From an optimization exercise on the open Yosys and OpenROAD flow, aimed at small area; shortcuts taken in it are not production practice.
In this exercise RTL edits were held to simulation tests only and were not proved equivalent to the original.
Power is estimated from default activity; no workload was simulated.

==> module objetoNotas, before the edit <==
module objetoNotas
(
	input wire logic clk,
	input wire logic reset,
	input wire logic [5:0] numeroNota,
	input wire logic [9:0] posicionYNotaCancion1,
	input wire logic cuente,
	input wire logic movimientoIzquierda,
	input wire logic movimientoDerecha,
	input wire logic [7:0] x,
	input wire logic [6:0] y,
	output logic [2:0] color,
	output logic notaActiva
);
	localparam int noteCount = 23;
	localparam logic [7:0] emptyCode = 8'h81;
	function automatic logic [8:0] add9(input logic [8:0] a, input logic [8:0] b);
		logic carry;
		carry = 1'b0;
		for (int i = 0; i < 9; i++)
		begin
			add9[i] = a[i] ^ b[i] ^ carry;
			carry = (a[i] && b[i]) || (carry && (a[i] ^ b[i]));
		end
	endfunction
	logic [8:0] scrollPhase;
	logic phase;
	logic [noteCount-1:0][16:0] noteStore;
	logic hit;
	logic [noteCount-1:0] writeSlot;
	logic [8:0] slotHalfX;
	logic [8:0] loadHalfX;
	logic [6:0] loadY;
	logic [2:0] loadYThermo;
	logic [7:0] loadYCode;
	logic [16:0] writeData;
	for (genvar i = 0; i < noteCount; i++)
	begin : decode
		assign writeSlot[i] = reset || (cuente && (numeroNota == 6'(i + 1)));
	end
	assign slotHalfX = 9'(numeroNota) + {1'b0, numeroNota, 2'b00};
	assign loadHalfX = scrollPhase + slotHalfX;
	assign loadY = posicionYNotaCancion1[6:0];
	assign loadYThermo = {loadY[1:0] == 2'd3, loadY[1], loadY[1:0] != 2'd0};
	logic [4:0] loadRow;
	logic [8:0] loadHalfXFlip;
	assign loadRow = loadY[6:2] ^ {phase, 1'b0, phase, 1'b0, phase};
	assign loadYCode = {loadRow ^ (loadRow >> 1), loadYThermo ^ {3{loadY[2] ^ phase}}};
	assign loadHalfXFlip = loadHalfX ^ {phase, 1'b0, phase, 1'b0, phase, 1'b0, phase, 1'b0, phase};
	assign writeData[8:0] = loadHalfXFlip ^ (loadHalfXFlip >> 1);
	assign writeData[16:9] = (reset || (posicionYNotaCancion1[9:7] != 3'd0)) ? (emptyCode ^ {8{phase}}) : loadYCode;
	logic [noteCount-1:0] holdSlot;
	logic [noteCount-1:0][16:0] noteNext;
	for (genvar i = 0; i < noteCount; i++)
	begin : slot
		assign holdSlot[i] = !writeSlot[i];
		for (genvar b = 0; b < 17; b++)
		begin : bits
			noteHold hold (
				.stored(noteStore[i][b]),
				.write(writeSlot[i]),
				.hold(holdSlot[i]),
				.flipData(writeData[b]),
				.next(noteNext[i][b])
			);
		end
		always_ff @(posedge clk)
		begin
			noteStore[i] <= noteNext[i];
		end
	end
	always_ff @(posedge clk)
	begin
		phase <= !phase;
	end
	logic scrollRight;
	assign scrollRight = !movimientoIzquierda;
	always_ff @(posedge clk)
	begin
		if (!cuente && (movimientoIzquierda || movimientoDerecha))
		begin
			scrollPhase <= add9(scrollPhase, {{6{scrollRight}}, !scrollRight, scrollRight, 1'b1});
		end
	end
	logic [8:0] queryHalfX;
	logic [8:0] scrollPhaseLess;
	logic [8:0] queryHalfXLess;
	logic twoColumns;
	logic [8:0] queryHalfXFlip;
	logic [8:0] xGray;
	logic [8:0] xLowest;
	logic [8:0] xFree;
	logic [4:0] row;
	logic [4:0] rowFlip;
	logic [4:0] rowGray;
	logic [4:0] rowLowest;
	logic [4:0] rowFree;
	logic [1:0] yLow;
	logic [2:0] lowFree;
	logic [16:0] must1;
	logic [16:0] must0;
	logic [noteCount-1:0] noteMiss;
	assign scrollPhaseLess = scrollPhase - 9'd1;
	queryAdder addQuery (.a(scrollPhase), .b(x[7:1]), .sum(queryHalfX));
	queryAdder addQueryLess (.a(scrollPhaseLess), .b(x[7:1]), .sum(queryHalfXLess));
	assign twoColumns = !x[0] && (x[7:1] != 7'd0);
	assign queryHalfXFlip = queryHalfX ^ {phase, 1'b0, phase, 1'b0, phase, 1'b0, phase, 1'b0, phase};
	assign xGray = queryHalfXFlip ^ (queryHalfXFlip >> 1);
	assign xLowest = {queryHalfX[8] ^ queryHalfXLess[8], queryHalfX[7:0] & ~queryHalfXLess[7:0]};
	assign xFree = twoColumns ? xLowest : 9'd0;
	assign row = y[6:2];
	assign rowFlip = row ^ {phase, 1'b0, phase, 1'b0, phase};
	assign rowGray = rowFlip ^ (rowFlip >> 1);
	for (genvar b = 0; b < 5; b++)
	begin : rowLow
		assign rowLowest[b] = row[b] && (row[b:0] == 5'(1 << b));
	end
	assign rowFree = y[1] ? 5'd0 : rowLowest;
	assign yLow = y[1:0];
	always_comb
	begin
		case (yLow)
			2'd0: lowFree = 3'b100;
			2'd1: lowFree = 3'b001;
			2'd2: lowFree = 3'b011;
			default: lowFree = 3'b110;
		endcase
	end
	logic [16:0] cubeValue;
	logic [16:0] cubeFree;
	assign cubeValue = {rowGray, {3{y[2] ^ (yLow == 2'd3) ^ phase}}, xGray};
	assign cubeFree = {rowFree, lowFree, xFree};
	assign must1 = (cubeValue & ~cubeFree) | {reset, 16'd0};
	assign must0 = (~cubeValue & ~cubeFree) | {reset, 16'd0};
	for (genvar i = 0; i < noteCount; i++)
	begin : test
		noteMatch match (
			.stored(noteStore[i]),
			.must0(must0),
			.mustNot1(~must1),
			.miss(noteMiss[i])
		);
	end
	always_ff @(posedge clk)
	begin
		hit <= !(&noteMiss);
	end
	assign notaActiva = hit;
	assign color = {1'b0, hit, hit};
endmodule
==> flow/config.mk <==
export PLATFORM = sky130hd
export DESIGN_NAME = objetoNotas
export DESIGN_NICKNAME = objetoNotas
export VERILOG_FILES = /design/flow/design.v
export SDC_FILE = /design/flow/constraint.sdc
export NUM_CORES = 4
export LEC_CHECK = 0
export CAP_MARGIN = 20
export CORE_MARGIN = 2
export CORE_UTILIZATION = 40
export GPL_TIMING_DRIVEN = 0
export SLEW_MARGIN = 20
export SYNTH_HIERARCHICAL = 1
==> flow/constraint.sdc <==
create_clock -name core_clock -period 5.0 [get_ports {clk}]
set_input_delay 1.0000 -clock core_clock [delete_from_list [all_inputs] [get_ports {clk}]]
set_output_delay 1.0000 -clock core_clock [all_outputs]
set_load 0.01 [all_outputs]
standard.sh (not shown) runs the stock make flow with config.mk's settings and CLKGATE_MAP_FILE= SYNTH_SCRIPT=/design/flow/synth_recipe.tcl, a recipe that flattens the netlist after the stock synthesis.
==> flow/flow/run.sh <==
#!/bin/bash
# Standard layout, with its own clock-tree options and one extra step
# between synthesis and floorplan: every
# combinational cell that synthesis upsized goes back to its smallest drive
# strength (flow/downsize.py); the standard timing and design repair of the
# later steps upsizes or buffers again wherever it is needed.
set -euo pipefail
here=$(pwd)
bash standard.sh synth > "$here/synth.log" 2>&1
results=$(ls -d "$here"/orfs/results/*/objetoNotas/base)
platform_dir="$FLOW_HOME/platforms/$FLOW_PLATFORM"
python3 flow/downsize.py "$results/1_2_yosys.v" "$platform_dir/lib/sky130_fd_sc_hd__tt_025C_1v80.lib" > "$here/downsize.log" 2>&1
# Clock tree: larger sink clusters on clkbuf_8 and no dummy loads (the
# standard flow's H-tree balancing adds dozens of them)
export CTS_ARGS="-sink_clustering_enable -repair_clock_nets -sink_clustering_size 15 -sink_clustering_max_diameter 80 -buf_list sky130_fd_sc_hd__clkbuf_8 -dont_use_dummy_load"
# Port buffers: every input and output still gets one, as in the standard
# flow, but a plain buf_2 rather than the delay cell the flow picks by itself
export BUFFER_PORTS_ARGS="-buffer_cell sky130_fd_sc_hd__buf_2"
bash standard.sh > "$here/layout.log" 2>&1
Other scripts of this flow, unchanged in this note and not shown: flow/flow/downsize.py
Next try:
--- a/flow/design.v
+++ b/flow/design.v
@@ -76,4 +76,23 @@
 	assign sum[8] = a[8] ^ (a[7] && carry[7]);
 endmodule
+module lowestSetBit
+(
+	input wire logic [8:0] value,
+	output logic [8:0] lowest
+);
+	logic low4;
+	logic high4;
+	assign low4 = |value[3:0];
+	assign high4 = |value[7:4];
+	assign lowest[0] = value[0];
+	assign lowest[1] = value[1] && !value[0];
+	assign lowest[2] = value[2] && !(|value[1:0]);
+	assign lowest[3] = value[3] && !(|value[2:0]);
+	assign lowest[4] = value[4] && !low4;
+	assign lowest[5] = value[5] && !(low4 || value[4]);
+	assign lowest[6] = value[6] && !(low4 || (|value[5:4]));
+	assign lowest[7] = value[7] && !(low4 || (|value[6:4]));
+	assign lowest[8] = !(low4 || high4);
+endmodule
 `default_nettype wire
 `timescale 1ns/1ps
@@ -268,6 +287,4 @@
 	end
 	logic [8:0] queryHalfX;
-	logic [8:0] scrollPhaseLess;
-	logic [8:0] queryHalfXLess;
 	logic twoColumns;
 	logic [8:0] queryHalfXFlip;
@@ -285,12 +302,10 @@
 	logic [16:0] must0;
 	logic [noteCount-1:0] noteMiss;
-	assign scrollPhaseLess = scrollPhase - 9'd1;
 	queryAdder addQuery (.a(scrollPhase), .b(x[7:1]), .sum(queryHalfX));
-	queryAdder addQueryLess (.a(scrollPhaseLess), .b(x[7:1]), .sum(queryHalfXLess));
 	assign twoColumns = !x[0] && (x[7:1] != 7'd0);
+	lowestSetBit lowest (.value(queryHalfX), .lowest(xLowest));
+	assign xFree = twoColumns ? xLowest : 9'd0;
 	assign queryHalfXFlip = queryHalfX ^ {phase, 1'b0, phase, 1'b0, phase, 1'b0, phase, 1'b0, phase};
 	assign xGray = queryHalfXFlip ^ (queryHalfXFlip >> 1);
-	assign xLowest = {queryHalfX[8] ^ queryHalfXLess[8], queryHalfX[7:0] & ~queryHalfXLess[7:0]};
-	assign xFree = twoColumns ? xLowest : 9'd0;
 	assign row = y[6:2];
 	assign rowFlip = row ^ {phase, 1'b0, phase, 1'b0, phase};
Outcome: The changed run went through all stages and came out clean; worst setup slack gains 0.44 ns; maximum frequency went up by 10%; combinational power went up by 9.2%; total power went up by 3.7%; design area went down by 1.6%; non-clock buffer count went up by 2; global-route usage went up by 0.56 points; clock power went down by about 4%; worst hold slack barely changes.

Another version of the RTL of objetoNotas (not shown whole).
Size in the first run: about 1500 cells after synthesis, about 40 I/O pins, ~16000 um2 of cells after synthesis.
==> module hitLast, before the edit <==
module hitLast
(
	input wire logic stored,
	input wire logic mustNot1,
	input wire logic okA,
	input wire logic okB,
	output logic miss
);
	assign miss = !((stored || mustNot1) && okA && okB);
endmodule
==> module noteMatch, before the edit <==
module noteMatch
(
	input wire logic [16:0] stored,
	input wire logic [16:0] must0,
	input wire logic [16:0] mustNot1,
	output logic miss
);
	logic [2:0] yZerosOk;
	logic [3:0] yBad;
	logic yOk;
	logic [2:0] xZerosOk;
	logic [3:0] xBad;
	logic xOk;
	hitZeros3 yZeros0 (.stored(stored[11:9]), .must0(must0[11:9]), .ok(yZerosOk[0]));
	hitZeros3 yZeros1 (.stored(stored[14:12]), .must0(must0[14:12]), .ok(yZerosOk[1]));
	hitZeros2 yZeros2 (.stored(stored[16:15]), .must0(must0[16:15]), .ok(yZerosOk[2]));
	hitOnes2Chain yOnes0 (.stored(stored[10:9]), .mustNot1(mustNot1[10:9]), .okIn(yZerosOk[0]), .bad(yBad[0]));
	hitOnes2Chain yOnes1 (.stored(stored[12:11]), .mustNot1(mustNot1[12:11]), .okIn(yZerosOk[1]), .bad(yBad[1]));
	hitOnes2Chain yOnes2 (.stored(stored[14:13]), .mustNot1(mustNot1[14:13]), .okIn(yZerosOk[2]), .bad(yBad[2]));
	hitOnes2 yOnes3 (.stored(stored[16:15]), .mustNot1(mustNot1[16:15]), .bad(yBad[3]));
	hitNone4 yAll (.bad(yBad), .ok(yOk));
	hitZeros3 xZeros0 (.stored(stored[2:0]), .must0(must0[2:0]), .ok(xZerosOk[0]));
	hitZeros3 xZeros1 (.stored(stored[5:3]), .must0(must0[5:3]), .ok(xZerosOk[1]));
	hitZeros3 xZeros2 (.stored(stored[8:6]), .must0(must0[8:6]), .ok(xZerosOk[2]));
	hitOnes2Chain xOnes0 (.stored(stored[1:0]), .mustNot1(mustNot1[1:0]), .okIn(xZerosOk[0]), .bad(xBad[0]));
	hitOnes2Chain xOnes1 (.stored(stored[3:2]), .mustNot1(mustNot1[3:2]), .okIn(xZerosOk[1]), .bad(xBad[1]));
	hitOnes2Chain xOnes2 (.stored(stored[5:4]), .mustNot1(mustNot1[5:4]), .okIn(xZerosOk[2]), .bad(xBad[2]));
	hitOnes2 xOnes3 (.stored(stored[7:6]), .mustNot1(mustNot1[7:6]), .bad(xBad[3]));
	hitNone4 xAll (.bad(xBad), .ok(xOk));
	hitLast last (.stored(stored[8]), .mustNot1(mustNot1[8]), .okA(yOk), .okB(xOk), .miss(miss));
endmodule
==> flow/config.mk <==
export PLATFORM = sky130hd
export DESIGN_NAME = objetoNotas
export DESIGN_NICKNAME = objetoNotas
export VERILOG_FILES = /design/flow/design.v
export SDC_FILE = /design/flow/constraint.sdc
export NUM_CORES = 4
export LEC_CHECK = 0
export CAP_MARGIN = 0
export CORE_MARGIN = 2
export CORE_UTILIZATION = 45
export GPL_TIMING_DRIVEN = 0
export SLEW_MARGIN = 0
export SYNTH_HIERARCHICAL = 1
==> flow/constraint.sdc <==
create_clock -name core_clock -period 5.0 [get_ports {clk}]
set_input_delay 1.0000 -clock core_clock [delete_from_list [all_inputs] [get_ports {clk}]]
set_output_delay 1.0000 -clock core_clock [all_outputs]
set_load 0.01 [all_outputs]
==> flow/flow/downsize.py <==
#!/usr/bin/env python3
"""Swap combinational cells in a netlist for the smallest cell of the same
function (same base name, another drive strength) that the platform allows,
where the cell drives at most MAX_FANOUT pins. Flip-flops, buffers and
inverters are left alone, and so are cells that drive more pins, which
synthesis sized for their load; timing repair later in the flow upsizes
again wherever timing or slew needs it."""
import re, sys

MAX_FANOUT = 3
netlist, lib = sys.argv[1], sys.argv[2]
# the platform's dont-use cells: low-power and probe cells
dont_use = ["sky130_fd_sc_hd__lpflow_*", "sky130_fd_sc_hd__probe*"]
area = {}
for chunk in re.split(r'\n\s*cell\s*\(', open(lib).read())[1:]:
    name = re.match(r'\s*"?(\w+)"?\s*\)', chunk)
    a = re.search(r'\n\s*area\s*:\s*([\d.]+)', chunk)
    if name and a:
        area[name.group(1)] = float(a.group(1))
banned = set()
for pat in dont_use:
    rx = re.compile('^' + pat.replace('*', '.*') + '$')
    banned |= {c for c in area if rx.match(c)}
keep = re.compile(r'sky130_fd_sc_hd__(df|edf|sdf|dl|buf|clkbuf|inv|clkinv|bufinv|conb|tap|fill|decap|diode|dly|clkdly)')
best = {}
for c in area:
    if c in banned or keep.match(c):
        continue
    m = re.match(r'(sky130_fd_sc_hd__\w+?)_(\d+)$', c)
    if not m:
        continue
    base = m.group(1)
    key = (area[c], -int(m.group(2)))
    if base not in best or key < best[base][0]:
        best[base] = (key, c)

text = open(netlist).read()
inst_rx = re.compile(r'^(\s*)(sky130_fd_sc_hd__\w+)(\s+\S+\s*\()(.*?)\);', re.M | re.S)
conn_rx = re.compile(r'\.(\w+)\(([^()]*)\)')
outputs = {'X', 'Y', 'Q', 'Q_N', 'COUT', 'SUM', 'HI', 'LO'}
loads = {}
for m in inst_rx.finditer(text):
    for pin, net in conn_rx.findall(m.group(4)):
        if pin not in outputs:
            net = net.strip()
            loads[net] = loads.get(net, 0) + 1
count = 0
def swap(m):
    global count
    cell = m.group(2)
    b = re.match(r'(sky130_fd_sc_hd__\w+?)_(\d+)$', cell)
    if not b or keep.match(cell) or b.group(1) not in best:
        return m.group(0)
    fanout = max([loads.get(net.strip(), 0) for pin, net in conn_rx.findall(m.group(4)) if pin in outputs] or [0])
    if fanout > MAX_FANOUT:
        return m.group(0)
    new = best[b.group(1)][1]
    if new == cell:
        return m.group(0)
    count += 1
    return m.group(1) + new + m.group(3) + m.group(4) + ');'
text = inst_rx.sub(swap, text)
open(netlist, 'w').write(text)
print(f"downsize: {count} cells swapped")
Scripts as last shown in full above: flow/flow/run.sh
The first run ran to the end with no violations.
Change:
--- a/flow/design.v
+++ b/flow/design.v
@@ -142,24 +142,29 @@
 	output logic bad
 );
 	assign bad = !((stored[0] || mustNot1[0]) && (stored[1] || mustNot1[1]));
 endmodule
+module hitOnes1
+(
+	input wire logic stored,
+	input wire logic mustNot1,
+	output logic ok
+);
+	assign ok = stored || mustNot1;
+endmodule
 module hitNone4
 (
 	input wire logic [3:0] bad,
 	output logic ok
 );
 	assign ok = !(|bad);
 endmodule
-module hitLast
+module hitAll3
 (
-	input wire logic stored,
-	input wire logic mustNot1,
-	input wire logic okA,
-	input wire logic okB,
+	input wire logic [2:0] ok,
 	output logic miss
 );
-	assign miss = !((stored || mustNot1) && okA && okB);
+	assign miss = !(&ok);
 endmodule
 module noteMatch
 (
 	input wire logic [16:0] stored,
@@ -172,8 +177,9 @@
 	logic yOk;
 	logic [2:0] xZerosOk;
 	logic [3:0] xBad;
 	logic xOk;
+	logic lastOk;
 	hitZeros3 yZeros0 (.stored(stored[11:9]), .must0(must0[11:9]), .ok(yZerosOk[0]));
 	hitZeros3 yZeros1 (.stored(stored[14:12]), .must0(must0[14:12]), .ok(yZerosOk[1]));
 	hitZeros2 yZeros2 (.stored(stored[16:15]), .must0(must0[16:15]), .ok(yZerosOk[2]));
 	hitOnes2Chain yOnes0 (.stored(stored[10:9]), .mustNot1(mustNot1[10:9]), .okIn(yZerosOk[0]), .bad(yBad[0]));
@@ -187,10 +193,11 @@
 	hitOnes2Chain xOnes0 (.stored(stored[1:0]), .mustNot1(mustNot1[1:0]), .okIn(xZerosOk[0]), .bad(xBad[0]));
 	hitOnes2Chain xOnes1 (.stored(stored[3:2]), .mustNot1(mustNot1[3:2]), .okIn(xZerosOk[1]), .bad(xBad[1]));
 	hitOnes2Chain xOnes2 (.stored(stored[5:4]), .mustNot1(mustNot1[5:4]), .okIn(xZerosOk[2]), .bad(xBad[2]));
 	hitOnes2 xOnes3 (.stored(stored[7:6]), .mustNot1(mustNot1[7:6]), .bad(xBad[3]));
+	hitOnes1 xOnes4 (.stored(stored[8]), .mustNot1(mustNot1[8]), .ok(lastOk));
 	hitNone4 xAll (.bad(xBad), .ok(xOk));
-	hitLast last (.stored(stored[8]), .mustNot1(mustNot1[8]), .okA(yOk), .okB(xOk), .miss(miss));
+	hitAll3 all (.ok({yOk, xOk, lastOk}), .miss(miss));
 endmodule
 `default_nettype wire
 `timescale 1ns/1ps
 `default_nettype none
Routed wire length hardly moves.
Via count decreases by 0.45%.
Synthesized cell count increases by 1.5%.
Power stays flat.
Combinational power is about the same.
Clock skew came out lower by 35 ps.
Worst setup slack gains 180 ps.
Design area barely changes.

[separate check: timing with driven ports]
Ports are ideal in the flow. The routed layouts listed here were re-timed in OpenROAD.
Step 1 assumes that a clkbuf_16 drives the clock port and a buf_2 every other input.
Step 2 moves the port delays by t, midway between the first and last clock arrival at a register: inputs arrive t later, outputs are due t later. That takes back most of the time a late clock gives input paths.
Three values: ideal ports, drivers, drivers and shift; two values: the first two.
run | t (ns) | setup slack, ns | worst register clock-pin slew, ns | worst slew at a driven data input, ns | pins driven straight from the clock port
the first run of note 1 | 0.693 | 0.206 / 0.206 / -0.020 | 0.10 / 0.10 | 0.08 | 1
the second run of note 1 | 0.658 | 0.644 / 0.644 / 0.090 | 0.10 / 0.10 | 0.04 | 1
the first run of note 2 | 0.664 | 0.163 / 0.163 / -0.457 | 0.11 / 0.11 | 0.08 | 1
the second run of note 2 | 0.678 | 0.342 / 0.342 / -0.179 | 0.11 / 0.11 | 0.03 | 1
Met with ideal ports but missed after step 2: setup timing in the first run of note 1, the first run of note 2 and the second run of note 2. The setup slack of the first run of note 2, which loses most, moves by 0.000 ns with the drivers and by -0.620 ns with both steps.
